This is an optimization exercise on Yosys and OpenROAD, whose aim is small area, a short achievable clock period and few clock cycles, not a production implementation. Only simulation tests tie the RTL to the original design; equivalence was not proved. No activity file was given, so power comes from the tool's default toggle rates.

===== design/flow/flow/run.sh =====
#!/bin/bash
# Layout flow: the standard flow (standard synthesis, floorplan, power
# grid, placement, CTS, routing), with two changes to how cells are chosen:
#  - every input and output port still gets its own buffer, but a plain
#    sky130_fd_sc_hd__buf_1 instead of the default delay buffer;
#  - clock tree synthesis uses clkbuf_8 buffers and inserts no dummy loads.
# The constraints (constraint.sdc, clock period) are the standard flow's, unchanged.
# All of the make output goes to flow.log in this folder; each ORFS step
# also writes its own log under orfs/logs/.
set -euo pipefail
cd "$(dirname "$0")/.."
export BUFFER_PORTS_ARGS="-buffer_cell sky130_fd_sc_hd__buf_1"
export CTS_ARGS="-sink_clustering_enable -repair_clock_nets -dont_use_dummy_load -buf_list sky130_fd_sc_hd__clkbuf_8"
if ! bash standard.sh finish > flow.log 2>&1; then
  tail -n 40 flow.log
  exit 1
fi

===== design/flow/design.v =====
package wmsp_pkg;
  localparam int LENGTH_BITS_DEF = 32;
  localparam logic [31:0] HDR_MAGIC = 32'h6D73_6100;
  localparam logic [7:0]  FUNC_FORM  = 8'h60;
  localparam int OUT_DEPTH = 4;
  typedef enum logic [3:0] {
    EV_HDR_OK    = 4'd0,
    EV_BAD_HDR   = 4'd1,
    EV_SEC_START = 4'd2,
    EV_TRUNC     = 4'd3,
    EV_PARAM     = 4'd4,
    EV_RESULT    = 4'd5,
    EV_FUNCTYPE  = 4'd6,
    EV_NAMEBYTE  = 4'd7,
    EV_EXPORT    = 4'd8,
    EV_BODY      = 4'd9,
    EV_LOCALS    = 4'd10,
    EV_CODEBYTE  = 4'd11,
    EV_END       = 4'd12
  } event_t;
  localparam logic [7:0] SID_TYPES   = 8'd1;
  localparam logic [7:0] SID_FUNCS   = 8'd3;
  localparam logic [7:0] SID_EXPORTS = 8'd7;
  localparam logic [7:0] SID_BODIES  = 8'd10;
  typedef struct packed {
    logic [3:0]  event_res;
    logic [7:0]  section_id;
    logic [31:0] entry_index;
    logic [7:0]  kind;
    logic [63:0] value;
    logic        last;
  } result_t;
endpackage
module wasm_module_stream_parser #(
  parameter int LENGTH_BITS = wmsp_pkg::LENGTH_BITS_DEF
) (
  input  logic        clk,
  input  logic        rst_n,
  input  logic        in_valid,
  output logic        in_ready,
  input  logic [7:0]  in_data,
  output logic        out_valid,
  input  logic        out_ready,
  output logic [3:0]  out_event,
  output logic [7:0]  out_section_id,
  output logic [31:0] out_entry_index,
  output logic [7:0]  out_kind,
  output logic [63:0] out_value,
  output logic        out_last,
  input  logic        cfg_valid,
  output logic        cfg_ready,
  input  logic [31:0] cfg_module_length
);
  typedef enum logic [4:0] {
    S_DONE   = 5'd0,  S_HDR    = 5'd1,  S_SECID  = 5'd2,  S_SECSIZE = 5'd3,
    S_SKIP   = 5'd4,  S_COUNT  = 5'd5,  S_TFORM  = 5'd6,  S_TNPAR   = 5'd7,
    S_TPAR   = 5'd8,  S_TNRES  = 5'd9,  S_TRES   = 5'd10, S_FIDX    = 5'd11,
    S_ELEN   = 5'd12, S_ENAME  = 5'd13, S_EKIND  = 5'd14, S_EIDX    = 5'd15,
    S_CSIZE  = 5'd16, S_LCOUNT = 5'd17, S_LN     = 5'd18, S_LTYPE   = 5'd19,
    S_CBYTE  = 5'd20, S_SKIPT  = 5'd21
  } st_t;
  localparam logic [2:0] X_NONE = 3'd0, X_T = 3'd1, X_F = 3'd2, X_X = 3'd3, X_B = 3'd4;
  localparam logic [1:0] V_HOLD = 2'd0, V_LEB = 2'd1, V_HDR = 2'd2, V_ZERO = 2'd3;
  logic        ib_v, ib1_v;
  logic [7:0]  ib_d, ib1_d;
  logic        cfg_pend_r, pend_end_r;
  logic        ov_r, olast_r, osec_r;
  logic [3:0]  oev_r;
  logic [2:0]  osel_r;
  logic [7:0]  okind_r;
  logic [63:0] oval_r;
  st_t         st_r;
  logic [9:0]  k_r;                  
  logic        acc_nz_r, acc_hi_r;   
  logic [31:0] mlen_r;
  logic [31:0] rem_r, mrest_r, srest_r;
  logic        at_lim;               
  logic [31:0] ent_r, items_r;
  logic [7:0]  sec_r;
  logic [31:0] tl_r, fl_r, bl_r, x_r;
  logic        x_inc_r, bl_xtra_r;
  logic out_free, proc, work;
  assign out_free  = !ov_r || out_ready;
  assign in_ready  = !ib1_v;
  assign cfg_ready = !ib_v && !ib1_v;
  assign proc      = ib_v && out_free && !cfg_pend_r;
  assign work      = proc && (st_r != S_DONE);
  logic [7:0]  b;
  logic        leb_done, leb_ph;
  logic [63:0] v;
  logic        vz, v_hi;
  logic [32:0] sum;
  logic        fits;
  logic        sk_t, sk_f, sk_e, sk_c;
  logic        ent_last, items_last, srest_z, mrest_z;
  assign b        = ib_d;
  assign leb_done = !b[7] || k_r[9] || at_lim;
  assign leb_ph   = (st_r == S_SECSIZE) || (st_r == S_COUNT) || (st_r == S_TNPAR) ||
                    (st_r == S_TNRES) || (st_r == S_FIDX) || (st_r == S_ELEN) ||
                    (st_r == S_EIDX) || (st_r == S_CSIZE) || (st_r == S_LCOUNT) ||
                    (st_r == S_LN);
  always_comb begin
    v = k_r[0] ? 64'd0 : oval_r;
    for (int g = 0; g < 9; g++) begin
      if (k_r[g]) v[7*g +: 7] = b[6:0];
    end
    if (k_r[9]) v[63] = b[0];
  end
  logic b_nz, b_hi;
  always_comb begin
    b_nz = k_r[9] ? b[0] : (b[6:0] != 7'd0);
    b_hi = k_r[4] ? (b[6:4] != 3'd0) : (k_r[9:5] != 5'd0) && b_nz;
  end
  assign vz   = !((acc_nz_r && !k_r[0]) || b_nz);
  assign v_hi = (acc_hi_r && !k_r[0]) || b_hi;
  assign sum  = {1'b0, rem_r} + {1'b0, ~v[31:0]};
  assign fits = sum[32] && !v_hi;
  assign sk_t = (sec_r == wmsp_pkg::SID_TYPES);
  assign sk_f = (sec_r == wmsp_pkg::SID_FUNCS);
  assign sk_e = (sec_r == wmsp_pkg::SID_EXPORTS);
  assign sk_c = (sec_r == wmsp_pkg::SID_BODIES);
  assign ent_last   = (ent_r == 32'd1);
  assign items_last = (items_r == 32'd1);
  assign srest_z    = (srest_r == 32'd0);
  assign mrest_z    = (mrest_r == 32'd0);
  function automatic logic [31:0] sat32(logic [63:0] x);
    sat32 = (x[63:32] != 32'd0) ? 32'hFFFF_FFFF : x[31:0];
  endfunction
  st_t         st_n;
  logic [9:0]  k_n;
  logic [31:0] rem_n, ent_n, items_n;
  logic        alim_n;
  logic        e0_v, e1_v;
  logic [3:0]  e0_ev;
  logic [2:0]  e0_sel;
  logic        e0_sec;
  logic [1:0]  vmode;
  logic        vtrunc, vbyte;
  logic [7:0]  kind_n;
  logic        inc_t, inc_f, inc_b, set_x_inc;
  logic        level_s, level_b;
  logic        nx_ent;    
  st_t         nx_start;
  always_comb begin
    st_n = st_r;  k_n = k_r;
    rem_n = rem_r - 32'd1;  alim_n = (rem_r == 32'd2);
    ent_n = ent_r;  items_n = items_r;
    e0_v = 1'b0;  e1_v = 1'b0;  e0_ev = wmsp_pkg::EV_CODEBYTE;  e0_sel = X_NONE;
    e0_sec = 1'b1;
    vmode = V_HOLD;  vtrunc = 1'b0;  vbyte = 1'b0;
    kind_n = 8'd0;
    inc_t = 1'b0;  inc_f = 1'b0;  inc_b = 1'b0;  set_x_inc = 1'b0;
    nx_ent = 1'b0;  nx_start = S_TFORM;
    level_s = 1'b0;  level_b = 1'b0;
    if (leb_ph) begin
      vmode = V_LEB;
      k_n = leb_done ? 10'd1 : {k_r[8:0], 1'b0};
    end
    unique case (st_r)
      S_HDR: begin
        vmode = V_HDR;
        k_n = {k_r[8:0], 1'b0};
        if (k_r[0] && rem_r[31:3] == 29'd0) begin
          e0_v = 1'b1; e0_ev = wmsp_pkg::EV_BAD_HDR; e0_sec = 1'b0; vmode = V_ZERO;
          st_n = S_DONE;
        end else if (k_r[3] && {b, oval_r[31:8]} != wmsp_pkg::HDR_MAGIC) begin
          e0_v = 1'b1; e0_ev = wmsp_pkg::EV_BAD_HDR; e0_sec = 1'b0;
          st_n = S_DONE;
        end else if (k_r[7]) begin
          e0_v = 1'b1; e0_ev = wmsp_pkg::EV_HDR_OK; e0_sec = 1'b0;
          k_n = 10'd1;
          st_n = S_SECID;
          if (at_lim) begin
            e1_v = 1'b1; st_n = S_DONE;
          end
        end
      end
      S_SECID: begin
        st_n = S_SECSIZE;
        k_n = 10'd1;
        if (at_lim) begin
          e0_v = 1'b1; e0_ev = wmsp_pkg::EV_SEC_START; vmode = V_ZERO;
          e1_v = 1'b1; st_n = S_DONE;
        end
      end
      S_SECSIZE: if (leb_done) begin
        e0_v = 1'b1;
        e0_ev = wmsp_pkg::EV_SEC_START;
        if (vz) begin
          st_n = S_SECID;
          if (at_lim) begin
            e1_v = 1'b1; st_n = S_DONE;
          end
        end else begin
          rem_n = v[31:0];  alim_n = (v[31:0] == 32'd1);
          if (fits) begin
            st_n = (sk_t || sk_f || sk_e || sk_c) ? S_COUNT : S_SKIP;
          end else begin
            e0_ev = wmsp_pkg::EV_TRUNC;
            st_n = S_DONE;
          end
        end
      end
      S_SKIP: level_s = 1'b1;
      S_SKIPT: items_n = items_r - 32'd1;
      S_COUNT: begin
        level_s = 1'b1;
        if (leb_done) begin
          if (vz) begin
            st_n = S_SKIP;
          end else begin
            ent_n = sat32(v);
            st_n = sk_t ? S_TFORM : sk_f ? S_FIDX : sk_e ? S_ELEN : S_CSIZE;
          end
        end
      end
      S_TFORM: begin
        level_s = 1'b1;
        if (b == wmsp_pkg::FUNC_FORM) begin
          e0_v = 1'b1; e0_ev = wmsp_pkg::EV_FUNCTYPE; e0_sel = X_T; vmode = V_LEB; vbyte = 1'b1;
          inc_t = 1'b1;
          st_n = S_TNPAR;
        end else begin
          nx_ent = 1'b1; nx_start = S_TFORM;
        end
      end
      S_TNPAR: begin
        level_s = 1'b1;
        if (leb_done) begin
          items_n = sat32(v);
          st_n = vz ? S_TNRES : S_TPAR;
        end
      end
      S_TPAR: begin
        level_s = 1'b1;
        e0_v = 1'b1; e0_ev = wmsp_pkg::EV_PARAM; e0_sel = X_T; vmode = V_LEB; vbyte = 1'b1;
        items_n = items_r - 32'd1;
        if (items_last) st_n = S_TNRES;
      end
      S_TNRES: begin
        level_s = 1'b1;
        if (leb_done) begin
          items_n = sat32(v);
          if (vz) begin
            nx_ent = 1'b1; nx_start = S_TFORM;
          end else begin
            st_n = S_TRES;
          end
        end
      end
      S_TRES: begin
        level_s = 1'b1;
        e0_v = 1'b1; e0_ev = wmsp_pkg::EV_RESULT; e0_sel = X_T; vmode = V_LEB; vbyte = 1'b1;
        items_n = items_r - 32'd1;
        if (items_last) begin
          nx_ent = 1'b1; nx_start = S_TFORM;
        end
      end
      S_FIDX: begin
        level_s = 1'b1;
        if (leb_done) begin
          e0_v = 1'b1; e0_ev = wmsp_pkg::EV_FUNCTYPE; e0_sel = X_F; vtrunc = 1'b1;
          inc_f = 1'b1;
          nx_ent = 1'b1; nx_start = S_FIDX;
        end
      end
      S_ELEN: begin
        level_s = 1'b1;
        if (leb_done) begin
          items_n = v[31:0];
          st_n = (fits && !vz) ? S_ENAME : S_EKIND;
        end
      end
      S_ENAME: begin
        level_s = 1'b1;
        e0_v = 1'b1; e0_ev = wmsp_pkg::EV_NAMEBYTE; e0_sel = X_X; vmode = V_LEB; vbyte = 1'b1;
        items_n = items_r - 32'd1;
        if (items_last) st_n = S_EKIND;
      end
      S_EKIND: begin
        level_s = 1'b1;
        kind_n = b;
        k_n = 10'd1;
        if (at_lim) begin
          e0_v = 1'b1; e0_ev = wmsp_pkg::EV_EXPORT; e0_sel = X_X; vmode = V_ZERO;
          set_x_inc = 1'b1;
          nx_ent = 1'b1; nx_start = S_ELEN;
        end else begin
          st_n = S_EIDX;
        end
      end
      S_EIDX: begin
        level_s = 1'b1;
        kind_n = okind_r;
        if (leb_done) begin
          e0_v = 1'b1; e0_ev = wmsp_pkg::EV_EXPORT; e0_sel = X_X; vtrunc = 1'b1;
          set_x_inc = 1'b1;
          nx_ent = 1'b1; nx_start = S_ELEN;
        end
      end
      S_CSIZE: begin
        level_s = 1'b1;
        if (leb_done) begin
          e0_v = 1'b1;
          e0_ev = wmsp_pkg::EV_BODY; e0_sel = X_B;
          inc_b = 1'b1;
          if (vz) begin
            nx_ent = 1'b1; nx_start = S_CSIZE;
          end else begin
            rem_n = v[31:0];  alim_n = (v[31:0] == 32'd1);
            items_n = rem_r - 32'd1;
            if (fits) begin
              st_n = S_LCOUNT;
            end else begin
              e0_ev = wmsp_pkg::EV_TRUNC; e0_sel = X_NONE;
              st_n = S_SKIPT;
            end
          end
        end
      end
      S_LCOUNT: begin
        level_b = 1'b1;
        if (leb_done) begin
          items_n = sat32(v);
          st_n = vz ? S_CBYTE : S_LN;
        end
      end
      S_LN: begin
        level_b = 1'b1;
        if (leb_done) st_n = S_LTYPE;
      end
      S_LTYPE: begin
        level_b = 1'b1;
        e0_v = 1'b1; e0_ev = wmsp_pkg::EV_LOCALS; e0_sel = X_B; vmode = V_HOLD;
        kind_n = b;
        items_n = items_r - 32'd1;
        st_n = items_last ? S_CBYTE : S_LN;
      end
      S_CBYTE: begin
        level_b = 1'b1;
        e0_v = 1'b1; e0_ev = wmsp_pkg::EV_CODEBYTE; e0_sel = X_B; vmode = V_LEB; vbyte = 1'b1;
      end
      default: st_n = S_DONE;
    endcase
    if (level_b && at_lim) begin
      nx_ent = 1'b1; nx_start = S_CSIZE;
      rem_n = srest_r;  alim_n = (srest_r == 32'd1);
    end
    if (nx_ent) begin
      if (ent_last) begin
        st_n = S_SKIP;
      end else begin
        ent_n = ent_r - 32'd1;
        st_n = nx_start;
      end
    end
    if ((level_s && at_lim) || (level_b && at_lim && srest_z) || (st_r == S_SKIPT && items_last)) begin
      rem_n = mrest_r;  alim_n = (mrest_r == 32'd1);
      st_n = S_SECID;
      k_n = 10'd1;
      if (mrest_z) begin
        e1_v = 1'b1;
        st_n = S_DONE;
      end
    end
  end
  logic wk;          
  logic restart;     
  logic push;
  assign wk      = ib_v && !cfg_pend_r && (st_r != S_DONE);
  assign restart = cfg_pend_r && out_free;
  assign push    = in_valid && in_ready;
  always_ff @(posedge clk) begin
    if (!rst_n) begin
      ib_v  <= 1'b0;
      ib1_v <= 1'b0;
    end else if (proc) begin
      ib_v  <= ib1_v || push;
      ib1_v <= 1'b0;
    end else if (!ib_v) begin
      ib_v  <= push;
    end else begin
      ib1_v <= ib1_v || push;
    end
  end
  always_ff @(posedge clk) begin
    if (proc || !ib_v) ib_d <= (proc && ib1_v) ? ib1_d : in_data;
    if (ib_v && !proc && !ib1_v) ib1_d <= in_data;
  end
  always_ff @(posedge clk) begin
    if (!rst_n) begin
      cfg_pend_r <= 1'b0;
    end else if (cfg_valid && cfg_ready || out_free) begin
      cfg_pend_r <= cfg_valid && cfg_ready;
    end
  end
  always_ff @(posedge clk) begin
    if (!rst_n) begin
      ov_r <= 1'b0;
      pend_end_r <= 1'b0;
    end else if (out_free) begin
      ov_r <= pend_end_r || (wk && e0_v);
      pend_end_r <= wk && e1_v;
    end
  end
  always_ff @(posedge clk) begin
    if (out_free && (pend_end_r || (wk && e0_v))) begin
      oev_r   <= pend_end_r ? wmsp_pkg::EV_END : e0_ev;
      osel_r  <= pend_end_r ? X_NONE : e0_sel;
      osec_r  <= !pend_end_r && e0_sec;
      olast_r <= pend_end_r || !e1_v;
    end
  end
  always_ff @(posedge clk) begin
    if (out_free && (pend_end_r || wk)) okind_r <= kind_n & {8{!pend_end_r}};
  end
  logic [63:0] oval_d;
  always_comb begin
    unique case (vmode)
      V_HDR:   oval_d = {32'd0, b, oval_r[31:8]};
      default: begin
        oval_d = v;
        if (vbyte) oval_d[7] = b[7];
        oval_d[63:32] = v[63:32] & {32{!vtrunc}};
      end
    endcase
    oval_d = oval_d & {64{vmode != V_ZERO}};
    if (pend_end_r) oval_d = {32'd0, mlen_r};
  end
  always_ff @(posedge clk) begin
    if (out_free && (pend_end_r || (wk && st_r != S_LTYPE))) oval_r <= oval_d;
  end
  always_ff @(posedge clk) begin
    if (work && leb_ph) begin
      acc_nz_r <= (acc_nz_r && !k_r[0]) || b_nz;
      acc_hi_r <= v_hi;
    end
  end
  always_ff @(posedge clk) begin
    if (!rst_n) begin
      st_r <= S_DONE;
    end else if (out_free && (cfg_pend_r || wk)) begin
      st_r <= cfg_pend_r ? ((rem_r == 32'd0) ? S_DONE : S_HDR) : st_n;
    end
  end
  always_ff @(posedge clk) begin
    if (cfg_valid && cfg_ready || work) begin
      rem_r  <= (cfg_valid && cfg_ready) ? cfg_module_length : rem_n;
      at_lim <= (cfg_valid && cfg_ready) ? (cfg_module_length == 32'd1) : alim_n;
    end
  end
  always_ff @(posedge clk) begin
    if (restart) mlen_r <= rem_r;
    if (out_free && (cfg_pend_r || wk)) k_r <= cfg_pend_r ? 10'd1 : k_n;
  end
  always_ff @(posedge clk) begin
    if (work && st_r == S_SECSIZE) mrest_r <= sum[31:0];
    if (work && st_r == S_CSIZE) srest_r <= sum[31:0];
    if (work) begin
      ent_r   <= ent_n;
      items_r <= items_n;
    end
    if (work && st_r == S_SECID) sec_r <= b;
  end
  logic [31:0] inc_in, inc_out;
  assign inc_in  = x_inc_r ? x_r : (st_r == S_TFORM) ? tl_r : (st_r == S_FIDX) ? fl_r : bl_r;
  assign inc_out = inc_in + 32'd1;
  always_ff @(posedge clk) begin
    if (out_free && (cfg_pend_r || wk && inc_t)) tl_r <= cfg_pend_r ? '1 : inc_out;
    if (out_free && (cfg_pend_r || wk && inc_f)) fl_r <= cfg_pend_r ? '1 : inc_out;
    if (out_free && (cfg_pend_r || wk && inc_b && !bl_xtra_r)) bl_r <= cfg_pend_r ? '1 : inc_out;
    if (out_free && (cfg_pend_r || wk && inc_b)) bl_xtra_r <= !cfg_pend_r && !vz && !fits;
    if (out_free && (cfg_pend_r || x_inc_r))     x_r  <= cfg_pend_r ? '0 : inc_out;
    if (out_free) x_inc_r <= !cfg_pend_r && !x_inc_r && wk && set_x_inc;
  end
  assign out_valid       = ov_r;
  assign out_event       = oev_r;
  assign out_section_id  = osec_r ? sec_r : 8'd0;
  assign out_kind        = okind_r;
  assign out_value       = oval_r;
  assign out_last        = olast_r;
  always_comb begin
    unique case (osel_r)
      X_T:     out_entry_index = tl_r;
      X_F:     out_entry_index = fl_r;
      X_X:     out_entry_index = x_r;
      X_B:     out_entry_index = bl_r;
      default: out_entry_index = 32'd0;
    endcase
  end
endmodule

===== design/flow/standard.sh =====
#!/bin/bash
# synth_recipe.tcl (not shown) runs the flow's synth.tcl, then flattens the netlist and writes it again
# the make line also repeats each setting of config.mk as NAME=value (left out here)
make -C /OpenROAD-flow-scripts/flow DESIGN_CONFIG=/design/flow/config.mk WORK_HOME=/design/flow/orfs CLKGATE_MAP_FILE= SYNTH_SCRIPT=/design/flow/synth_recipe.tcl "${@:-finish}"

===== design/flow/constraint.sdc =====
create_clock -name core_clock -period 13.5 [get_ports {clk}]
set_input_delay 2.7000 -clock core_clock [delete_from_list [all_inputs] [get_ports {clk}]]
set_output_delay 2.7000 -clock core_clock [all_outputs]
set_load 0.01 [all_outputs]

===== design/flow/config.mk =====
export PLATFORM = sky130hd
export DESIGN_NAME = wasm_module_stream_parser
export DESIGN_NICKNAME = wasm_module_stream_parser
export VERILOG_FILES = /design/flow/design.v
export SDC_FILE = /design/flow/constraint.sdc
export NUM_CORES = 4
export LEC_CHECK = 0
export CAP_MARGIN = 20
export CORE_MARGIN = 2
export CORE_UTILIZATION = 40
export SLEW_MARGIN = 20

==> results of run 1 <==
how the worst max path moves through the flow:
| stage | startpoint | slack [ns] | cells after the start | end |
|---|---|---|---|---|
| finish | k_r[0] | 8.08 | 11 | osel_r[2] |
| global route | k_r[0] | 7.81 | 11 | osel_r[2] |
| CTS | osel_r[2] | 8.18 | 4 | out_entry_index[15] |
| detailed placement | out_ready | 7.67 | 11 | oval_r[1] |
| global placement | out_ready | 7.73 | 11 | oval_r[0] |
| floorplan | out_ready | 5.50 | 3 | oval_r[0] |
through the flow:
| stage | cells | hold WS (ns) | setup slack, ns | cell area, sq um |
|---|---|---|---|---|
| floorplan | 2776 | 0.424 | 5.50 | 27100 |
| global placement | 3697 | 0.526 | 7.73 | 28700 |
| detailed placement | 3697 | 0.533 | 7.67 | 28700 |
| CTS | 3776 | 0.544 | 8.18 | 29800 |
| global route | 3778 | 0.570 | 7.81 | 29800 |
| finish | 3779 | 0.536 | 8.08 | 29900 |
sequential cells by signal, indices dropped and copies added (netlist names), 3 cells and up:
name     flops
mrest_r     32
x_r         32
ib_d         8
items_r     32
bl_r        32
sec_r        8
k_r         10
oval_r      64
okind_r      8
oev_r        4
fl_r        32
st_r         5
mlen_r      32
tl_r        32
srest_r     32
osel_r       3
ib1_d        8
rem_r       32
ent_r       32
power groups by stage:
stage               combinational (W)  sequential (W)  clock [W]
detailed placement           0.000567         0.00173          0
floorplan                    0.000384         0.00170          0
CTS                          0.000569         0.00170    0.00107
global route                 0.000630         0.00171    0.00112
finish                       0.000587         0.00170    0.00105
global placement             0.000556         0.00172          0
kinds of logic after synthesis:
logic type	after synthesis
AND/OR/NAND/NOR	998
multiplexers	53
flip-flops	450
AO/OA/AOI/OAI	846
adder cells (fa/ha/maj)	39
XOR/XNOR	99
buffers and inverters	291
cell usage after synthesis, types with 23 or more instances:
cell | count | area share
nor4_1 | 59 | 0.014
or4_1 | 23 | 0.0064
o22ai_1 | 24 | 0.0055
a211oi_1 | 35 | 0.0097
a21oi_1 | 201 | 0.037
a22oi_1 | 110 | 0.030
edfxtp_1 | 440 | 0.49
and2_1 | 37 | 0.0085
a31oi_1 | 28 | 0.0065
nor3_1 | 83 | 0.015
xor2_1 | 30 | 0.0097
nand2_1 | 241 | 0.033
nor2b_1 | 31 | 0.0072
clkbuf_1 | 165 | 0.023
or3_1 | 33 | 0.0076
mux2_2 | 29 | 0.012
o31ai_1 | 29 | 0.0080
and3_1 | 32 | 0.0074
o21ai_0 | 185 | 0.034
a221oi_1 | 31 | 0.010
mux2i_1 | 24 | 0.0089
nor2_1 | 233 | 0.032
xnor2_1 | 69 | 0.022
ha_1 | 35 | 0.016
nand4_1 | 30 | 0.0069
inv_1 | 106 | 0.015
o211ai_1 | 35 | 0.0097
nand3_1 | 76 | 0.014
layer usage:
metal | share of wire | wire (um)
met1 | 0.40 | 40700
met2 | 0.46 | 46000
met3 | 0.097 | 9810
met4 | 0.044 | 4440
met5 | 0.00024 | 24
worst register-to-register path, delay by kind of cell (launching register included):
family | cells | cell delay, ns
adder cells (fa/ha/maj) | 1 | 0.46
AO/OA/AOI/OAI | 8 | 3.37
flip-flops | 1 | 0.89
AND/OR/NAND/NOR | 2 | 0.40
final cells by class:
class / instances / area (sq um) / area share
clock buffer: 79 / 1090 / 0.0364
sequential: 450 / 13400 / 0.449
inverter: 107 / 402 / 0.0135
tap: 873 / 1090 / 0.0366
multi-input combinational: 2035 / 12700 / 0.426
antenna: 2 / 5.00 / 0.000168
timing repair buffer: 233 / 1150 / 0.0384
==> results.sh, run 1 <==
export IMPL_first_global_vias=23700
export IMPL_cts_tree="done"
export IMPL_hold_end="oval_r[24]"
export IMPL_drt_vias_per_instance=6.53
export IMPL_hold_buffers=0
export IMPL_synthAdderAreaFrac=0.0180
export IMPL_peakVddDrop_mv=0.0741
export IMPL_min_period_ns=5.42
export IMPL_fin_crit_sh=0.402
export IMPL_final_setup_tns_ns=0
export IMPL_cpLargestDelayFamily="compound AO/OA/AOI/OAI gates"
export IMPL_hold_viol_final=0
export IMPL_dieArea_sq_um=69800
export IMPL_antenna_found_initial=4
export IMPL_drt_pass1_iterations=6
export IMPL_max_cap_viol_count=0
export IMPL_fillers=6462
export IMPL_yosysWarnings=1
export IMPL_drv_slew=0
export IMPL_cp_start_kind="flip-flop"
export IMPL_critPathKind="flip-flop to flip-flop"
export IMPL_synth_edf_count=440
export IMPL_post_cts_buffers=0
export IMPL_grt_busiest_layer="met2"
export IMPL_drtAntennaViolNets=0
export IMPL_setup_viol=0
export IMPL_layout_common_cells="edfxtp_1 (440), nand2_1 (241), nor2_1 (230), a21oi_1 (199), o21ai_0 (180)"
export IMPL_synth_area_sq_um=27100
export IMPL_drive_gt1_frac=0.0823
export IMPL_final_common_cell="edfxtp_1"
export IMPL_wl_mm=101
export IMPL_cts_resized=0
export IMPL_pin_count=165
export IMPL_r2r_end="osel_r[2]"
export IMPL_r2r_start="k_r[0]"
export IMPL_vias=24700
export IMPL_required_ns=13.87
export IMPL_synth_seq_cells=450
export IMPL_hold_path_class="flip-flop to flip-flop"
export IMPL_die_height_um=264
export IMPL_cts_root_buf="clkbuf_8"
export IMPL_p_comb_frac=0.176
export IMPL_clkLatencyLatePin_ns=0.69
export IMPL_drc=0
export IMPL_use_met1=0.374
export IMPL_synth_compound_area_share=0.206
export IMPL_yosys_most_used_dff="edfxtp_1"
export IMPL_worstMarginPinSlew_ns=1.13
export IMPL_swShare=0.296
export IMPL_relSlewSlack=0.245
export IMPL_yosys_area_share_simple=0.187
export IMPL_whs_path_depth=1
export IMPL_grt_pass1_wl_mm=150
export IMPL_rsz0062_at_grt="false"
export IMPL_synthMuxAreaShare=0.0209
export IMPL_fmax_mhz=184
export IMPL_power_frac_clock=0.314
export IMPL_power_density_nw_per_um2=112
export IMPL_p_switching_w=0.000989
export IMPL_synth_cell_types=86
export IMPL_cts_sinks=450
export IMPL_rows=95
export IMPL_synthToLayoutAreaGrowth_pct=10.2
export IMPL_start_util=0.403
export IMPL_ys_seq_area_frac=0.495
export IMPL_status="complete, no violations"
export IMPL_seq_power_share=0.510
export IMPL_synth_top_family_by_area="compound AO/OA/AOI/OAI gates"
export IMPL_intPower_w=0.00235
export IMPL_die_x_um=264
export IMPL_slowest_delay_ns=0.89
export IMPL_async_flop_share=0
export IMPL_cts_max_level=3
export IMPL_worstHoldStart="mlen_r[24]"
export IMPL_hpwl_mm=70.1
export IMPL_rrSetupSlack_ns=8.08
export IMPL_core_area_sq_um=67200
export IMPL_synth_xor_area_frac=0.0320
export IMPL_grt_use_met2=0.444
export IMPL_grt_max_degree=75
export IMPL_arrival_ns=5.79
export IMPL_worstSetupEndpointType="flip-flop"
export IMPL_grt_overflow_total=0
export IMPL_cts_buffers=79
export IMPL_clkTransAtPathRegs_ns=0.05
export IMPL_place_congestion=1.02
export IMPL_r2r_worst_path_cells=11
export IMPL_io_buffers=164
export IMPL_total_power_w=0.00334
export IMPL_post_route_util=0.445
export IMPL_post_drt_wl_per_cell_um=26.7
export IMPL_leakagePower_nw=10.0
export IMPL_cts_max_path_buffers=3
export IMPL_avgSynthCellArea_sq_um=9.76
export IMPL_crit_chain="nor2_1 > a22oi_1 > ha_1 > a21o_1 > a2111oi_0 > a211oi_1 > a32o_1 > a311oi_1 > nor2_1 > o31ai_1 > a211oi_1"
export IMPL_crit_path_max_fanout=19
export IMPL_critPathBufInv=0
export IMPL_syn_inst=2776
export IMPL_num_nets_final=2987
export IMPL_drt_iter0_drc=3100
export IMPL_fin_skew_ns=0.0836
export IMPL_cp_slowest_cell="edfxtp_1"
export IMPL_syn_nets=2857
export IMPL_grt_util_met3=0.0531
export IMPL_grt_usage=0.281
Testbench counts, summed over its fixed seeds: cycles 31,454.
==> inputs of run 2 (changes only) <==
--- a/design/flow/config.mk
+++ b/design/flow/config.mk
@@ -7,5 +7,5 @@
 export LEC_CHECK = 0
 export CAP_MARGIN = 20
 export CORE_MARGIN = 2
-export CORE_UTILIZATION = 40
+export CORE_UTILIZATION = 55
 export SLEW_MARGIN = 20
==> results.sh, run 2 <==
export IMPL_grt_overflow_total=0
export IMPL_drive_gt1_frac=0.0814
export IMPL_post_route_util=0.606
export IMPL_final_setup_tns_ns=0
export IMPL_dieArea_sq_um=51000
export IMPL_arrival_ns=5.95
export IMPL_yosysMostFrequentCell="edfxtp_1"
export IMPL_yosysWarnings=1
export IMPL_ys_seq_area_frac=0.495
export IMPL_min_period_ns=5.43
export IMPL_p_switching_w=0.000986
export IMPL_critPathKind="input port to flip-flop"
export IMPL_peakVddDrop_mv=0.0835
export IMPL_cts_tree="done"
export IMPL_cts_buffers=79
export IMPL_synthAdderAreaFrac=0.0180
export IMPL_die_x_um=226
export IMPL_synth_edf_count=440
export IMPL_grt_max_degree=74
export IMPL_drtAntennaViolNets=0
export IMPL_power_density_nw_per_um2=113
export IMPL_synthMuxAreaShare=0.0209
export IMPL_largest_reg_flops=64
export IMPL_fin_crit_sh=0.402
export IMPL_synthToLayoutAreaGrowth_pct=9.10
export IMPL_setup_viol=0
export IMPL_clkLatencyLatePin_ns=0.67
export IMPL_core_area_sq_um=48700
export IMPL_vias=24600
export IMPL_synth_top_family_by_area="compound AO/OA/AOI/OAI gates"
export IMPL_yosys_area_share_simple=0.187
export IMPL_multi_input_area_sq_um=12700
export IMPL_drv_slew=0
export IMPL_cts_root_buf="clkbuf_8"
export IMPL_synth_cell_types=86
export IMPL_syn_nets=2857
export IMPL_worstMarginPinSlew_ns=1.17
export IMPL_cts_resized=0
export IMPL_hold_viol_final=0
export IMPL_pin_count=165
export IMPL_power_frac_clock=0.311
export IMPL_cts_max_path_buffers=3
export IMPL_rsz0062_at_grt="false"
export IMPL_num_nets_final=2984
export IMPL_place_congestion=0.997
export IMPL_seq_power_share=0.514
export IMPL_io_buffers=164
export IMPL_async_flop_share=0
export IMPL_leakagePower_nw=10.0
export IMPL_wl_mm=97.0
export IMPL_swShare=0.296
export IMPL_synth_top_cell_area_share=0.488
export IMPL_drc=0
export IMPL_worstSetupEndpointType="flip-flop"
export IMPL_regArea_sq_um=13400
export IMPL_yosys_most_used_dff="edfxtp_1"
export IMPL_synthTopCellsByCount="edfxtp_1 (440), nand2_1 (241), nor2_1 (233)"
export IMPL_max_cap_viol_count=0
export IMPL_hpwl_mm=68.7
export IMPL_intPower_w=0.00235
export IMPL_top_register="oval_r"
export IMPL_clkTransAtPathRegs_ns=0.05
export IMPL_drt_vias_per_instance=6.89
export IMPL_yosys_area_top_type="edfxtp_1"
export IMPL_synth_seq_cells=450
export IMPL_synth_compound_area_share=0.206
export IMPL_fillers=4239
export IMPL_die_height_um=226
export IMPL_syn_inst=2776
export IMPL_cts_sinks=450
export IMPL_layout_common_cells="edfxtp_1 (440), nand2_1 (241), nor2_1 (230), a21oi_1 (199), o21ai_0 (181)"
export IMPL_grt_usage=0.376
export IMPL_grt_pass1_wl_mm=143
export IMPL_cts_max_level=3
export IMPL_ys_top_cells_by_area="edfxtp_1 (49%), a21oi_1 (3.7%), o21ai_0 (3.4%)"
export IMPL_post_cts_buffers=0
export IMPL_first_global_vias=23000
export IMPL_synth_xor_area_frac=0.0320
export IMPL_avgSynthCellArea_sq_um=9.76
export IMPL_fin_skew_ns=0.0478
export IMPL_hold_path_class="flip-flop to flip-flop"
export IMPL_required_ns=14.01
export IMPL_status="complete, no violations"
export IMPL_fmax_mhz=184
export IMPL_synth_area_sq_um=27100
export IMPL_crit_path_max_fanout=33
export IMPL_antenna_found_initial=2
export IMPL_rows=81
export IMPL_relSlewSlack=0.215
export IMPL_drt_iter0_drc=3837
export IMPL_final_common_cell="edfxtp_1"
export IMPL_hold_buffers=0
export IMPL_p_comb_frac=0.175
export IMPL_post_drt_wl_per_cell_um=27.2
export IMPL_drt_pass1_iterations=6
export IMPL_cp_start_kind="input port"
export IMPL_start_util=0.556
==> run 2: cell counts after synthesis <==
Identical to the previous run, type by type.
==> run 2: cell type report <==
class | instances | area share
diodes | 1 | 0.0000847
clock buffers | 79 | 0.0368
inverters | 107 | 0.0136
multi-input cells | 2035 | 0.430
flip-flops and latches | 450 | 0.454
well taps | 664 | 0.0281
repair buffers | 230 | 0.0376
==> run 2: final timing paths <==
check	startpoint	endpoint	slack [ns]	depth (start not counted)
max	out_ready	st_r[1]	8.07	12
min	ib_d[2]	sec_r[2]	0.45	0
max reg2reg	k_r[0]	osel_r[2]	8.13	13
min reg2reg	ib_d[2]	sec_r[2]	0.45	0
==> run 2: per-layer routing <==
metal	global-route usage	vias up	wire length (um)
li1	-	10900	-
met1	0.540	11800	39600
met2	0.568	1604	42800
met3	0.0591	263	10600
met4	0.158	2	4030
met5	0	-	3
==> run 2: cells by family after synthesis <==
kind of cell	Yosys count
adder cells (fa/ha/maj)	39
flip-flops	450
XOR/XNOR	99
AO/OA/AOI/OAI	846
buffers and inverters	291
multiplexers	53
AND/OR/NAND/NOR	998
==> run 2: critical path, stage by stage <==
cell	delay, ns
buf_1	0.08
nor2b_1	0.79
inv_1	0.31
nand2_1	0.32
or2_2	0.38
inv_1	0.10
buf_4	0.27
nor2_1	0.20
nor4_1	0.09
a31o_2	0.30
mux2_2	0.28
o311a_1	0.11
==> run 2: power by group through the flow <==
| stage | Clock (W) | Combinational, W | Sequential [W] |
|---|---|---|---|
| floorplan | 0 | 0.000384 | 0.00170 |
| global placement | 0 | 0.000553 | 0.00173 |
| detailed placement | 0 | 0.000561 | 0.00174 |
| CTS | 0.00104 | 0.000565 | 0.00171 |
| global route | 0.00109 | 0.000628 | 0.00172 |
| finish | 0.00104 | 0.000583 | 0.00171 |
==> run 2: metrics by stage <==
stage	area (sq um)	hold slack (ns)	std cells	setup WS [ns]	total power [W]
5_1_grt	29500	0.473	3565	7.91	0.00343
2_1_floorplan	27100	0.424	2776	5.50	0.00209
6_report	29500	0.453	3566	8.07	0.00333
4_1_cts	29500	0.456	3565	8.15	0.00332
3_5_place_dp	28500	0.447	3486	7.47	0.00230
3_3_place_gp	28500	0.433	3486	7.60	0.00229
==> inputs of run 3 (changes only) <==
--- a/design/flow/design.v
+++ b/design/flow/design.v
@@ -70,7 +70,7 @@
   logic [7:0]  okind_r;
   logic [63:0] oval_r;
   st_t         st_r;
-  logic [9:0]  k_r;                  
+  logic [8:0]  tk_r;                 
   logic        acc_nz_r, acc_hi_r;   
   logic [31:0] mlen_r;
   logic [31:0] rem_r, mrest_r, srest_r;
@@ -94,25 +94,30 @@
   logic        sk_t, sk_f, sk_e, sk_c;
   logic        ent_last, items_last, srest_z, mrest_z;
   assign b        = ib_d;
-  assign leb_done = !b[7] || k_r[9] || at_lim;
+  logic [9:0]  k_r;                  
+  always_comb begin
+    k_r[0] = !tk_r[0];
+    for (int g = 1; g < 9; g++) k_r[g] = tk_r[g-1] && !tk_r[g];
+    k_r[9] = tk_r[8];
+  end
+  assign leb_done = !b[7] || tk_r[8] || at_lim;
   assign leb_ph   = (st_r == S_SECSIZE) || (st_r == S_COUNT) || (st_r == S_TNPAR) ||
                     (st_r == S_TNRES) || (st_r == S_FIDX) || (st_r == S_ELEN) ||
                     (st_r == S_EIDX) || (st_r == S_CSIZE) || (st_r == S_LCOUNT) ||
                     (st_r == S_LN);
   always_comb begin
-    v = k_r[0] ? 64'd0 : oval_r;
     for (int g = 0; g < 9; g++) begin
-      if (k_r[g]) v[7*g +: 7] = b[6:0];
+      v[7*g +: 7] = tk_r[g] ? oval_r[7*g +: 7] : (b[6:0] & {7{k_r[g]}});
     end
-    if (k_r[9]) v[63] = b[0];
+    v[63] = tk_r[8] && b[0];
   end
   logic b_nz, b_hi;
   always_comb begin
-    b_nz = k_r[9] ? b[0] : (b[6:0] != 7'd0);
-    b_hi = k_r[4] ? (b[6:4] != 3'd0) : (k_r[9:5] != 5'd0) && b_nz;
+    b_nz = tk_r[8] ? b[0] : (b[6:0] != 7'd0);
+    b_hi = k_r[4] ? (b[6:4] != 3'd0) : tk_r[4] && b_nz;
   end
-  assign vz   = !((acc_nz_r && !k_r[0]) || b_nz);
-  assign v_hi = (acc_hi_r && !k_r[0]) || b_hi;
+  assign vz   = !((acc_nz_r && tk_r[0]) || b_nz);
+  assign v_hi = (acc_hi_r && tk_r[0]) || b_hi;
   assign sum  = {1'b0, rem_r} + {1'b0, ~v[31:0]};
   assign fits = sum[32] && !v_hi;
   assign sk_t = (sec_r == wmsp_pkg::SID_TYPES);
@@ -127,7 +132,7 @@
     sat32 = (x[63:32] != 32'd0) ? 32'hFFFF_FFFF : x[31:0];
   endfunction
   st_t         st_n;
-  logic [9:0]  k_n;
+  logic [8:0]  k_n;
   logic [31:0] rem_n, ent_n, items_n;
   logic        alim_n;
   logic        e0_v, e1_v;
@@ -142,7 +147,7 @@
   logic        nx_ent;    
   st_t         nx_start;
   always_comb begin
-    st_n = st_r;  k_n = k_r;
+    st_n = st_r;  k_n = tk_r;
     rem_n = rem_r - 32'd1;  alim_n = (rem_r == 32'd2);
     ent_n = ent_r;  items_n = items_r;
     e0_v = 1'b0;  e1_v = 1'b0;  e0_ev = wmsp_pkg::EV_CODEBYTE;  e0_sel = X_NONE;
@@ -154,12 +159,12 @@
     level_s = 1'b0;  level_b = 1'b0;
     if (leb_ph) begin
       vmode = V_LEB;
-      k_n = leb_done ? 10'd1 : {k_r[8:0], 1'b0};
+      k_n = leb_done ? 9'd0 : {tk_r[7:0], 1'b1};
     end
     unique case (st_r)
       S_HDR: begin
         vmode = V_HDR;
-        k_n = {k_r[8:0], 1'b0};
+        k_n = {tk_r[7:0], 1'b1};
         if (k_r[0] && rem_r[31:3] == 29'd0) begin
           e0_v = 1'b1; e0_ev = wmsp_pkg::EV_BAD_HDR; e0_sec = 1'b0; vmode = V_ZERO;
           st_n = S_DONE;
@@ -168,7 +173,7 @@
           st_n = S_DONE;
         end else if (k_r[7]) begin
           e0_v = 1'b1; e0_ev = wmsp_pkg::EV_HDR_OK; e0_sec = 1'b0;
-          k_n = 10'd1;
+          k_n = 9'd0;
           st_n = S_SECID;
           if (at_lim) begin
             e1_v = 1'b1; st_n = S_DONE;
@@ -177,7 +182,7 @@
       end
       S_SECID: begin
         st_n = S_SECSIZE;
-        k_n = 10'd1;
+        k_n = 9'd0;
         if (at_lim) begin
           e0_v = 1'b1; e0_ev = wmsp_pkg::EV_SEC_START; vmode = V_ZERO;
           e1_v = 1'b1; st_n = S_DONE;
@@ -280,7 +285,7 @@
       S_EKIND: begin
         level_s = 1'b1;
         kind_n = b;
-        k_n = 10'd1;
+        k_n = 9'd0;
         if (at_lim) begin
           e0_v = 1'b1; e0_ev = wmsp_pkg::EV_EXPORT; e0_sel = X_X; vmode = V_ZERO;
           set_x_inc = 1'b1;
@@ -357,7 +362,7 @@
     if ((level_s && at_lim) || (level_b && at_lim && srest_z) || (st_r == S_SKIPT && items_last)) begin
       rem_n = mrest_r;  alim_n = (mrest_r == 32'd1);
       st_n = S_SECID;
-      k_n = 10'd1;
+      k_n = 9'd0;
       if (mrest_z) begin
         e1_v = 1'b1;
         st_n = S_DONE;
@@ -432,7 +437,7 @@
   end
   always_ff @(posedge clk) begin
     if (work && leb_ph) begin
-      acc_nz_r <= (acc_nz_r && !k_r[0]) || b_nz;
+      acc_nz_r <= (acc_nz_r && tk_r[0]) || b_nz;
       acc_hi_r <= v_hi;
     end
   end
@@ -451,7 +456,7 @@
   end
   always_ff @(posedge clk) begin
     if (restart) mlen_r <= rem_r;
-    if (out_free && (cfg_pend_r || wk)) k_r <= cfg_pend_r ? 10'd1 : k_n;
+    if (out_free && (cfg_pend_r || wk)) tk_r <= cfg_pend_r ? 9'd0 : k_n;
   end
   always_ff @(posedge clk) begin
     if (work && st_r == S_SECSIZE) mrest_r <= sum[31:0];
--- a/design/flow/config.mk
+++ b/design/flow/config.mk
@@ -7,5 +7,5 @@
 export LEC_CHECK = 0
 export CAP_MARGIN = 20
 export CORE_MARGIN = 2
-export CORE_UTILIZATION = 55
+export CORE_UTILIZATION = 40
 export SLEW_MARGIN = 20
==> results.sh, run 3 <==
export IMPL_final_setup_tns_ns=0
export IMPL_leakagePower_nw=10.1
export IMPL_total_power_w=0.00316
export IMPL_wl_mm=96.4
export IMPL_power_density_nw_per_um2=105
export IMPL_status="complete, no violations"
export IMPL_grt_usage=0.266
export IMPL_hold_buffers=0
export IMPL_cts_sinks=449
export IMPL_cts_max_level=3
export IMPL_layout_common_cells="edfxtp_1 (439), nand2_1 (295), nor2_1 (224), o21ai_0 (215), a21oi_1 (203)"
export IMPL_hold_path_class="flip-flop to flip-flop"
export IMPL_worstMarginPinSlew_ns=1.21
export IMPL_cp_slowest_cell="nor3b_2"
export IMPL_drc=0
export IMPL_hold_viol_final=0
export IMPL_drtAntennaViolNets=0
export IMPL_hpwl_mm=66.7
export IMPL_crit_chain="nor3b_2 > buf_4 > a22oi_1 > nand2_1 > buf_1"
export IMPL_fin_crit_sh=0.409
export IMPL_pin_count=165
export IMPL_largest_reg_flops=64
export IMPL_dieArea_sq_um=70500
export IMPL_peakVddDrop_mv=0.0952
export IMPL_first_global_vias=23300
export IMPL_syn_inst=2830
export IMPL_io_buffers=164
export IMPL_die_height_um=266
export IMPL_slowest_delay_ns=0.81
export IMPL_avgSynthCellArea_sq_um=9.67
export IMPL_fin_skew_ns=0.0919
export IMPL_setup_viol=0
export IMPL_critPathKind="flip-flop to primary output"
export IMPL_start_util=0.406
export IMPL_clkTransAtPathRegs_ns=0.06
export IMPL_min_period_ns=5.52
export IMPL_grt_overflow_total=0
export IMPL_rsz0062_at_grt="false"
export IMPL_relSlewSlack=0.195
export IMPL_synth_area_sq_um=27400
export IMPL_arrival_ns=2.82
export IMPL_drv_slew=0
export IMPL_critPathBufInv=2
export IMPL_post_cts_buffers=0
export IMPL_syn_nets=2911
export IMPL_drive_gt1_frac=0.0834
export IMPL_cp_start_kind="flip-flop"
export IMPL_required_ns=10.80
export IMPL_crit_path_max_fanout=23
export IMPL_synth_edf_count=439
export IMPL_rows=95
export IMPL_die_x_um=266
export IMPL_whs_ns=0.543
export IMPL_synth_cell_types=93
export IMPL_cts_root_buf="clkbuf_8"
export IMPL_cts_resized=0
export IMPL_grt_max_degree=77
export IMPL_post_drt_wl_per_cell_um=25.2
export IMPL_cts_buffers=80
export IMPL_antenna_found_initial=6
export IMPL_yosys_area_top_type="edfxtp_1"
export IMPL_drt_iter0_drc=3189
export IMPL_synth_seq_cells=449
export IMPL_synthToLayoutAreaGrowth_pct=10.1
export IMPL_fmax_mhz=181
export IMPL_clkLatencyLatePin_ns=0.69
export IMPL_post_route_util=0.447
export IMPL_synthTopCellsByCount="edfxtp_1 (439), nand2_1 (296), nor2_1 (227)"
export IMPL_grt_pass1_wl_mm=144
export IMPL_worstSetupEndpointType="primary output"
export IMPL_final_common_cell="edfxtp_1"
export IMPL_cts_tree="done"
export IMPL_num_nets_final=3031
export IMPL_yosysWarnings=1
export IMPL_async_flop_share=0
export IMPL_vias=24400
export IMPL_dp_cells=3740
export IMPL_cts_max_path_buffers=3
export IMPL_synth_top_cell_area_share=0.482
export IMPL_max_cap_viol_count=0
export IMPL_ys_seq_area_frac=0.489
export IMPL_fillers=6394
export IMPL_yosys_most_used_dff="edfxtp_1"
export IMPL_place_congestion=0.953
export IMPL_ys_top_cells_by_area="edfxtp_1 (48%), nand2_1 (4.1%), o21ai_0 (4.0%)"
export IMPL_yosysMostFrequentCell="edfxtp_1"
export IMPL_cpLargestDelayFamily="simple AND/OR/NAND/NOR gates"
export IMPL_fin_cells=3823
export IMPL_top_register="oval_r"
export IMPL_drt_pass1_iterations=6
export IMPL_core_area_sq_um=67400
export IMPL_drt_vias_per_instance=6.39
-- run 3: worst reg2reg max path: stages (launching register included) --
cell      delay, ns
dfxtp_1        0.30
buf_4          0.37
nor2b_1        0.72
nand4_1        0.78
nor4_1         1.06
a211o_1        0.36
nand2b_1       0.36
a31oi_1        0.12
a21oi_1        0.75
-- run 3: final timing paths --
check | slack, ns | from | cells past startpoint | end
max | 7.98 | osel_r[0] | 5 | out_entry_index[23]
min | 0.54 | ib1_d[7] | 1 | ib_d[7]
max reg2reg | 8.29 | st_r[4] | 8 | tk_r[7]
min reg2reg | 0.54 | ib1_d[7] | 1 | ib_d[7]
-- run 3: logic make-up after synthesis --
family	synth area share
compound gates	0.204
mux	0.0207
simple gates	0.194
fa+ha+maj	0.0178
xor+xnor	0.0314
buf+inv	0.0426
flops	0.489
-- run 3: where the power goes --
group	internal, W	switching (W)	total [W]	leakage (nW)
combinational	0.000147	0.000292	0.000439	5.44
sequential	0.00161	0.0000546	0.00167	4.09
clock	0.000520	0.000531	0.00105	0.575
-- run 3: routing by layer --
| layer | up-vias | wire (um) | track usage |
|---|---|---|---|
| li1 | 10900 | - | - |
| met3 | 231 | 9220 | 0.0533 |
| met1 | 12000 | 41000 | 0.370 |
| met5 | - | 43 | 0 |
| met4 | 6 | 3170 | 0.0942 |
| met2 | 1297 | 43000 | 0.412 |
-- run 3: stage by stage --
step / cell area, sq um / worst slack, ns
4_1_cts: 30100 / 7.90
3_3_place_gp: 28900 / 7.97
5_1_grt: 30100 / 7.79
6_report: 30100 / 7.98
2_1_floorplan: 27400 / 5.16
3_5_place_dp: 29000 / 7.99
-- run 3: cell type report --
type                    instances  area (sq um)  area share
flip-flops and latches        449         13400       0.444
multi-input cells            2083         13000       0.430
repair buffers                240          1220      0.0406
clock buffers                  80          1100      0.0366
well taps                     873          1090      0.0363
inverters                      96           360      0.0120
diodes                          2          5.00    0.000166
Testbench counts of run 3, summed over its fixed seeds: cycles 31,454.
==> inputs of run 4 (changes only) <==
--- a/design/flow/design.v
+++ b/design/flow/design.v
@@ -400,12 +400,9 @@
     end
   end
   always_ff @(posedge clk) begin
-    if (!rst_n) begin
-      ov_r <= 1'b0;
-      pend_end_r <= 1'b0;
-    end else if (out_free) begin
-      ov_r <= pend_end_r || (wk && e0_v);
-      pend_end_r <= wk && e1_v;
+    if (!rst_n || out_free) begin
+      ov_r <= rst_n && (pend_end_r || (wk && e0_v));
+      pend_end_r <= rst_n && wk && e1_v;
     end
   end
   always_ff @(posedge clk) begin
@@ -442,11 +439,8 @@
     end
   end
   always_ff @(posedge clk) begin
-    if (!rst_n) begin
-      st_r <= S_DONE;
-    end else if (out_free && (cfg_pend_r || wk)) begin
-      st_r <= cfg_pend_r ? ((rem_r == 32'd0) ? S_DONE : S_HDR) : st_n;
-    end
+    if (!rst_n || (out_free && (cfg_pend_r || wk)))
+      st_r <= st_t'((cfg_pend_r ? ((rem_r == 32'd0) ? S_DONE : S_HDR) : st_n) & {5{rst_n}});
   end
   always_ff @(posedge clk) begin
     if (cfg_valid && cfg_ready || work) begin
==> results.sh, run 4 <==
export IMPL_place_congestion=0.985
export IMPL_r2r_worst_path_cells=10
export IMPL_arrival_ns=5.72
export IMPL_setup_viol=0
export IMPL_path_depth=10
export IMPL_crit_path_max_fanout=60
export IMPL_grt_max_degree=85
export IMPL_worstSetupEndpointType="flip-flop"
export IMPL_cts_max_path_buffers=3
export IMPL_num_nets_final=3043
export IMPL_syn_nets=2919
export IMPL_hold_path_class="flip-flop to flip-flop"
export IMPL_synthTopCellsByCount="edfxtp_1 (446), nand2_1 (297), nor2_1 (283)"
export IMPL_vias=24600
export IMPL_cp_start_kind="flip-flop"
export IMPL_dieArea_sq_um=70500
export IMPL_yosysMostFrequentCell="edfxtp_1"
export IMPL_async_flop_share=0
export IMPL_dr_wl_met2_mm=47.4
export IMPL_clkLatencyLatePin_ns=0.71
export IMPL_yosys_most_used_dff="edfxtp_1"
export IMPL_drt_vias_per_instance=6.42
export IMPL_start_util=0.406
export IMPL_wl_mm=102
export IMPL_whs_ns=0.496
export IMPL_crit_chain="buf_4 > nand3b_1 > nor2_1 > buf_4 > a211oi_1 > or4_1 > o21ai_2 > nand4_1 > a2111oi_2 > mux2_1"
export IMPL_critPathBufInv=2
export IMPL_avgSynthCellArea_sq_um=9.64
export IMPL_cts_sinks=449
export IMPL_cpLargestDelayFamily="simple AND/OR/NAND/NOR gates"
export IMPL_syn_inst=2838
export IMPL_whs_path_depth=1
export IMPL_drtAntennaViolNets=0
export IMPL_power_frac_clock=0.231
export IMPL_hold_viol_final=0
export IMPL_slowest_delay_ns=0.71
export IMPL_met3_length_mm=8.22
export IMPL_grt_usage=0.282
export IMPL_fin_crit_sh=0.393
export IMPL_ys_seq_area_frac=0.492
export IMPL_synth_cell_types=103
export IMPL_fmax_mhz=189
export IMPL_ys_top_cells_by_area="edfxtp_1 (49%), a21oi_1 (4.2%), nand2_1 (4.1%)"
export IMPL_io_buffers=164
export IMPL_critPathKind="flip-flop to flip-flop"
export IMPL_clkTransAtPathRegs_ns=0.06
export IMPL_synthToLayoutAreaGrowth_pct=9.81
export IMPL_layout_common_cells="edfxtp_1 (446), nand2_1 (296), nor2_1 (278), a21oi_1 (228), o21ai_0 (209)"
export IMPL_cts_resized=0
export IMPL_p_switching_w=0.00175
export IMPL_final_setup_tns_ns=0
export IMPL_synth_top_cell_area_share=0.490
export IMPL_grt_overflow_total=0
export IMPL_drt_iter0_drc=3409
export IMPL_status="complete, no violations"
export IMPL_drt_pass1_iterations=6
export IMPL_yosysWarnings=1
export IMPL_synth_area_sq_um=27400
export IMPL_final_common_cell="edfxtp_1"
export IMPL_top_register="oval_r"
export IMPL_cts_buffers=82
export IMPL_cp_slowest_cell="nand4_1"
export IMPL_setup_ws_ns=8.20
export IMPL_grt_pass1_wl_mm=151
export IMPL_antenna_found_initial=5
export IMPL_p_comb_frac=0.339
export IMPL_leakagePower_nw=10.1
export IMPL_highest_layer="met5"
export IMPL_die_height_um=266
export IMPL_max_cap_viol_count=0
export IMPL_synth_seq_cells=449
export IMPL_yosys_area_top_type="edfxtp_1"
export IMPL_synth_edf_count=446
export IMPL_min_period_ns=5.30
export IMPL_hpwl_mm=70.7
export IMPL_drc=0
export IMPL_post_cts_buffers=0
export IMPL_met1_length_mm=40.4
export IMPL_cts_root_buf="clkbuf_8"
export IMPL_die_x_um=266
export IMPL_first_global_vias=23800
export IMPL_relSlewSlack=0.304
export IMPL_cp_common_cell="buf_4"
export IMPL_intPower_w=0.00285
export IMPL_post_drt_wl_per_cell_um=26.5
export IMPL_power_density_nw_per_um2=153
export IMPL_required_ns=13.92
export IMPL_pre_cts_slack_ns=8.18
export IMPL_pin_count=165
export IMPL_cts_max_level=3
export IMPL_worstMarginPinSlew_ns=1.04
export IMPL_hold_buffers=0
export IMPL_rsz0062_at_grt="false"
export IMPL_seq_power_share=0.429
export IMPL_largest_reg_flops=64
export IMPL_swShare=0.381
export IMPL_peakVddDrop_mv=0.0733
export IMPL_cts_tree="done"
export IMPL_drive_gt1_frac=0.0861
export IMPL_rows=95
export IMPL_core_area_sq_um=67400
export IMPL_drv_slew=0
export IMPL_fin_skew_ns=0.0946
-- run 4: changes by cell type after synthesis, sizes merged, moves of 13 or more --
| cell | previous run | this run |
|---|---|---|
| nor2 | 227 | 286 |
| nand3b | 39 | 8 |
| a21oi | 206 | 229 |
| clkbuf | 168 | 147 |
| and3 | 45 | 27 |
| buf | 34 | 47 |
-- run 4: worst reg2reg max path: stages (launching register included) --
cell and delay [ns]:
edfxtp_1 0.32, buf_4 0.52, nand3b_1 0.68, nor2_1 0.50, buf_4 0.32, a211oi_1 0.09
or4_1 0.57, o21ai_2 0.26, nand4_1 0.71, a2111oi_2 0.71, mux2_1 0.36
-- run 4: cells by family (layout without fill, tap and decap cells) --
group / after synthesis / count (layout) / synth area share
AO/OA/AOI/OAI: 853 / 853 / 0.203
AND/OR/NAND/NOR: 1042 / 1042 / 0.189
multiplexers: 52 / 52 / 0.0202
other: 0 / 2 / 0
buffers and inverters: 292 / 414 / 0.0428
flip-flops: 449 / 449 / 0.492
XOR/XNOR: 110 / 110 / 0.0352
adder cells (fa/ha/maj): 40 / 40 / 0.0182
-- run 4: metrics by stage --
step	power, W	instances	util	instance area, sq um
2_1_floorplan	0.00297	2838	-	27400
3_3_place_gp	0.00349	3751	0.429	28900
3_5_place_dp	0.00352	3751	0.429	28900
4_1_cts	0.00459	3833	0.446	30000
5_1_grt	0.00481	3835	0.446	30000
6_report	0.00460	3835	0.446	30000
-- run 4: routing by layer --
metal / GRT usage / vias to the layer above
met4: 0.145 / 2
met2: 0.456 / 1362
met5: 0 / -
met3: 0.0453 / 331
met1: 0.366 / 12000
li1: - / 10900
-- run 4: cell type report --
class	instances	area [sq um]
timing repair buffer	234	1140
fill	6493	37400
multi-input combinational	2097	12900
clock buffer	82	1130
tap	873	1090
antenna	2	5.00
sequential	449	13500
inverter	98	368
-- run 4: power by group through the flow --
stage | Clock (W) | Sequential (W) | Combinational [W]
3_3_place_gp | 0 | 0.00199 | 0.00150
6_report | 0.00106 | 0.00198 | 0.00156
5_1_grt | 0.00113 | 0.00199 | 0.00169
4_1_cts | 0.00109 | 0.00197 | 0.00153
3_5_place_dp | 0 | 0.00200 | 0.00152
2_1_floorplan | 0 | 0.00192 | 0.00104
-- run 4: final timing paths --
kind / startpoint / to / slack, ns
setup / recovery: st_r[2] / x_r[25] / 8.20
hold / removal: ib1_d[1] / ib_d[1] / 0.50
setup reg to reg: st_r[2] / x_r[25] / 8.20
hold reg to reg: ib1_d[1] / ib_d[1] / 0.50
Testbench counts of run 4, summed over its fixed seeds: cycles 31,454.
==> inputs of run 5 (changes only) <==
--- a/design/flow/design.v
+++ b/design/flow/design.v
@@ -52,12 +52,12 @@
   input  logic [31:0] cfg_module_length
 );
   typedef enum logic [4:0] {
-    S_DONE   = 5'd0,  S_HDR    = 5'd1,  S_SECID  = 5'd2,  S_SECSIZE = 5'd3,
-    S_SKIP   = 5'd4,  S_COUNT  = 5'd5,  S_TFORM  = 5'd6,  S_TNPAR   = 5'd7,
-    S_TPAR   = 5'd8,  S_TNRES  = 5'd9,  S_TRES   = 5'd10, S_FIDX    = 5'd11,
-    S_ELEN   = 5'd12, S_ENAME  = 5'd13, S_EKIND  = 5'd14, S_EIDX    = 5'd15,
-    S_CSIZE  = 5'd16, S_LCOUNT = 5'd17, S_LN     = 5'd18, S_LTYPE   = 5'd19,
-    S_CBYTE  = 5'd20, S_SKIPT  = 5'd21
+    S_DONE   = 5'b00000, S_HDR    = 5'b00001, S_SECID  = 5'b00010, S_SKIP   = 5'b00011,
+    S_TFORM  = 5'b00100, S_TPAR   = 5'b00101, S_TRES   = 5'b00110, S_ENAME  = 5'b00111,
+    S_LTYPE  = 5'b01000, S_CBYTE  = 5'b01001, S_EKIND  = 5'b01010, S_SKIPT  = 5'b01011,
+    S_SECSIZE = 5'b10000, S_COUNT = 5'b10001, S_TNPAR  = 5'b10010, S_TNRES  = 5'b10011,
+    S_FIDX   = 5'b10100, S_ELEN   = 5'b10101, S_EIDX   = 5'b10110, S_CSIZE  = 5'b10111,
+    S_LCOUNT = 5'b11000, S_LN     = 5'b11001
   } st_t;
   localparam logic [2:0] X_NONE = 3'd0, X_T = 3'd1, X_F = 3'd2, X_X = 3'd3, X_B = 3'd4;
   localparam logic [1:0] V_HOLD = 2'd0, V_LEB = 2'd1, V_HDR = 2'd2, V_ZERO = 2'd3;
@@ -101,10 +101,7 @@
     k_r[9] = tk_r[8];
   end
   assign leb_done = !b[7] || tk_r[8] || at_lim;
-  assign leb_ph   = (st_r == S_SECSIZE) || (st_r == S_COUNT) || (st_r == S_TNPAR) ||
-                    (st_r == S_TNRES) || (st_r == S_FIDX) || (st_r == S_ELEN) ||
-                    (st_r == S_EIDX) || (st_r == S_CSIZE) || (st_r == S_LCOUNT) ||
-                    (st_r == S_LN);
+  assign leb_ph   = st_r[4];
   always_comb begin
     for (int g = 0; g < 9; g++) begin
       v[7*g +: 7] = tk_r[g] ? oval_r[7*g +: 7] : (b[6:0] & {7{k_r[g]}});
==> results.sh, run 5 <==
export IMPL_required_ns=13.83
export IMPL_drt_iter0_drc=2831
export IMPL_core_area_sq_um=64700
export IMPL_place_congestion=0.921
export IMPL_post_dp_cell_area_sq_um=27800
export IMPL_hold_buffers=0
export IMPL_cts_max_path_buffers=3
export IMPL_pin_count=165
export IMPL_layout_common_cells="edfxtp_1 (446), nand2_1 (384), nor2_1 (264), o21ai_0 (247), buf_1 (164)"
export IMPL_yosysWarnings=1
export IMPL_crit_end="oev_r[3]"
export IMPL_multi_input_area_sq_um=12000
export IMPL_antenna_found_initial=2
export IMPL_rows=93
export IMPL_status="complete, no violations"
export IMPL_drt_pass1_iterations=6
export IMPL_drc=0
export IMPL_cts_tree="done"
export IMPL_synthToLayoutAreaGrowth_pct=10.1
export IMPL_grt_max_degree=68
export IMPL_max_cap_viol_count=0
export IMPL_worstSetupEndpointType="flip-flop"
export IMPL_fin_crit_sh=0.414
export IMPL_relSlewSlack=0.215
export IMPL_post_cts_buffers=0
export IMPL_hold_path_class="flip-flop to flip-flop"
export IMPL_critPathKind="flip-flop to flip-flop"
export IMPL_first_global_vias=21900
export IMPL_dr_wl_met2_mm=41.1
export IMPL_synth_seq_cells=449
export IMPL_synth_top_cell_area_share=0.510
export IMPL_avgSynthCellArea_sq_um=9.70
export IMPL_highest_layer="met4"
export IMPL_design_area_sq_um=28900
export IMPL_setup_viol=0
export IMPL_power_density_nw_per_um2=167
export IMPL_drive_gt1_frac=0.0730
export IMPL_path_depth=14
export IMPL_arrival_ns=5.93
export IMPL_r2r_start="tk_r[0]"
export IMPL_crit_path_max_fanout=20
export IMPL_io_buffers=164
export IMPL_slowest_delay_ns=1.05
export IMPL_clkTransAtPathRegs_ns=0.06
export IMPL_met3_length_mm=8.83
export IMPL_vias=23100
export IMPL_clkLatencyLatePin_ns=0.68
export IMPL_ys_top_cells_by_area="edfxtp_1 (51%), nand2_1 (5.5%), o21ai_0 (4.7%)"
export IMPL_cp_slowest_cell="edfxtp_1"
export IMPL_min_period_ns=5.59
export IMPL_yosys_area_top_type="edfxtp_1"
export IMPL_hpwl_mm=64.2
export IMPL_r2r_end="oev_r[3]"
export IMPL_critPathBufInv=1
export IMPL_syn_nets=2790
export IMPL_yosys_most_used_dff="edfxtp_1"
export IMPL_whs_ns=0.491
export IMPL_drv_slew=0
export IMPL_synthTopCellsByCount="edfxtp_1 (446), nand2_1 (384), nor2_1 (266)"
export IMPL_die_x_um=260
export IMPL_synth_edf_count=446
export IMPL_cp_startpoint="tk_r[0]"
export IMPL_hold_viol_final=0
export IMPL_grt_overflow_total=0
export IMPL_syn_inst=2709
export IMPL_num_nets_final=2918
export IMPL_cts_root_buf="clkbuf_8"
export IMPL_leakagePower_nw=9.53
export IMPL_cts_max_level=3
export IMPL_fin_skew_ns=0.0904
export IMPL_dieArea_sq_um=67700
export IMPL_yosysMostFrequentCell="edfxtp_1"
export IMPL_worstMarginPinSlew_ns=1.15
export IMPL_regArea_sq_um=13500
export IMPL_post_drt_wl_per_cell_um=25.4
export IMPL_r2r_worst_path_cells=14
export IMPL_cp_start_kind="flip-flop"
export IMPL_grt_pass1_wl_mm=138
export IMPL_drt_vias_per_instance=6.25
export IMPL_cts_resized=0
export IMPL_rrSetupSlack_ns=7.91
export IMPL_wl_mm=93.6
export IMPL_synth_cell_types=97
export IMPL_ys_seq_area_frac=0.512
export IMPL_drtAntennaViolNets=0
export IMPL_peakVddDrop_mv=0.0882
export IMPL_final_setup_tns_ns=0
export IMPL_async_flop_share=0
export IMPL_rsz0062_at_grt="false"
export IMPL_grt_usage=0.270
export IMPL_fmax_mhz=179
export IMPL_top_register="oval_r"
export IMPL_cts_sinks=449
export IMPL_start_util=0.406
export IMPL_crit_chain="mux2i_1 > ha_1 > fa_1 > a211oi_1 > o21ai_0 > a31o_2 > a31oi_1 > a2111oi_0 > buf_4 > o2111ai_1 > nand2_1 > o21ai_0 > o31a_1 > o2111ai_1"
export IMPL_final_common_cell="edfxtp_1"
export IMPL_met1_length_mm=39.6
export IMPL_largest_reg_flops=64
export IMPL_die_height_um=260
export IMPL_fillers=6263
export IMPL_cts_buffers=80
export IMPL_cpLargestDelayFamily="compound AO/OA/AOI/OAI gates"
export IMPL_synth_area_sq_um=26300
run 5: how the worst min path moves through the flow:
stage / start / to / slack [ns] / cells after the start
2_1_floorplan: rem_r[10] / mlen_r[10] / 0.42 / 0
4_1_cts: mlen_r[30] / oval_r[30] / 0.48 / 2
5_1_grt: ib_d[3] / sec_r[3] / 0.51 / 0
3_3_place_gp: ib_d[2] / sec_r[2] / 0.47 / 0
6_report: ib_d[3] / sec_r[3] / 0.49 / 0
3_5_place_dp: ib_d[3] / sec_r[3] / 0.48 / 0
run 5: routing by layer:
metal  global-route usage  vias up
met2                0.403     1242
li1                     -    10400
met5                    0        -
met4                0.124        0
met3               0.0524      228
met1                0.380    11200
run 5: logic make-up after synthesis:
kind of cell | share of synthesized area
AO/OA/AOI/OAI | 0.194
flip-flops | 0.512
adder cells (fa/ha/maj) | 0.0190
buffers and inverters | 0.0350
AND/OR/NAND/NOR | 0.187
multiplexers | 0.0132
XOR/XNOR | 0.0397
run 5: power breakdown:
group	switching (W)	total, W	internal (W)
registers	0.000184	0.00205	0.00186
clock network	0.000514	0.00103	0.000520
logic	0.00119	0.00176	0.000567
run 5: cell type report:
class                           instances  area share
Sequential cell                       449       0.465
Multi-Input combinational cell       2029       0.416
Clock buffer                           80      0.0381
Tap cell                              855      0.0370
Timing Repair Buffer                  220      0.0358
Inverter                               57     0.00740
Antenna cell                            2    0.000173
run 5: per-stage QoR:
step	instances	utilization	setup slack, ns	power (W)
after floorplan	2709	-	7.38	0.00317
after global placement	3610	0.430	8.27	0.00374
after detailed placement	3610	0.430	8.09	0.00377
after CTS	3690	0.447	8.02	0.00481
after global routing	3692	0.447	7.69	0.00508
final	3692	0.447	7.91	0.00484
run 5: worst register-to-register path: cells and delay by family, from the launching register on:
| family | cells | cell delay [ns] |
|---|---|---|
| compound gates | 9 | 2.55 |
| flops | 1 | 1.05 |
| fa+ha+maj | 2 | 0.83 |
| mux | 1 | 0.43 |
| simple gates | 1 | 0.26 |
| buf+inv | 1 | 0.19 |
Testbench counts of run 5, summed over its fixed seeds: cycles 31,454.

-- what the ideal ports hide --
The results above use ideal ports. As a check the final layouts listed here were re-extracted and re-timed, cells and wires unchanged.
Step 1 (the two cells are an assumption about what drives the block):
set clk [get_ports {clk}]
set_driving_cell -lib_cell sky130_fd_sc_hd__clkbuf_16 $clk
set_driving_cell -lib_cell sky130_fd_sc_hd__buf_2 [delete_from_list [all_inputs] $clk]
Step 2 adds t to the input delays and takes it off the output delays; t is the mean of the earliest and latest rising clock arrival at the registers after step 1. Input paths then give back, and output paths get back, about the clock's delay inside the block.
Three values: ideal, step 1, step 2; two values: the first two.
run	t, ns	setup slack, ns	worst register clock-pin slew, ns	worst slew at a driven data input, ns	pins driven straight from the clock port
run 1	0.710	8.078 / 8.078 / 7.610	0.07 / 0.07	0.05	1
run 2	0.706	8.066 / 8.104 / 7.398	0.06 / 0.06	0.11	1
run 3	0.702	7.981 / 7.925 / 8.021	0.07 / 0.07	0.08	1
run 4	0.720	8.198 / 8.146 / 8.198	0.06 / 0.06	0.16	1
run 5	0.699	7.906 / 7.906 / 7.906	0.06 / 0.06	0.04	1
After both steps setup and hold are still met in every run listed. For run 2, which loses most, drivers alone change the setup slack by +0.038 ns; drivers and shift together by -0.668 ns.
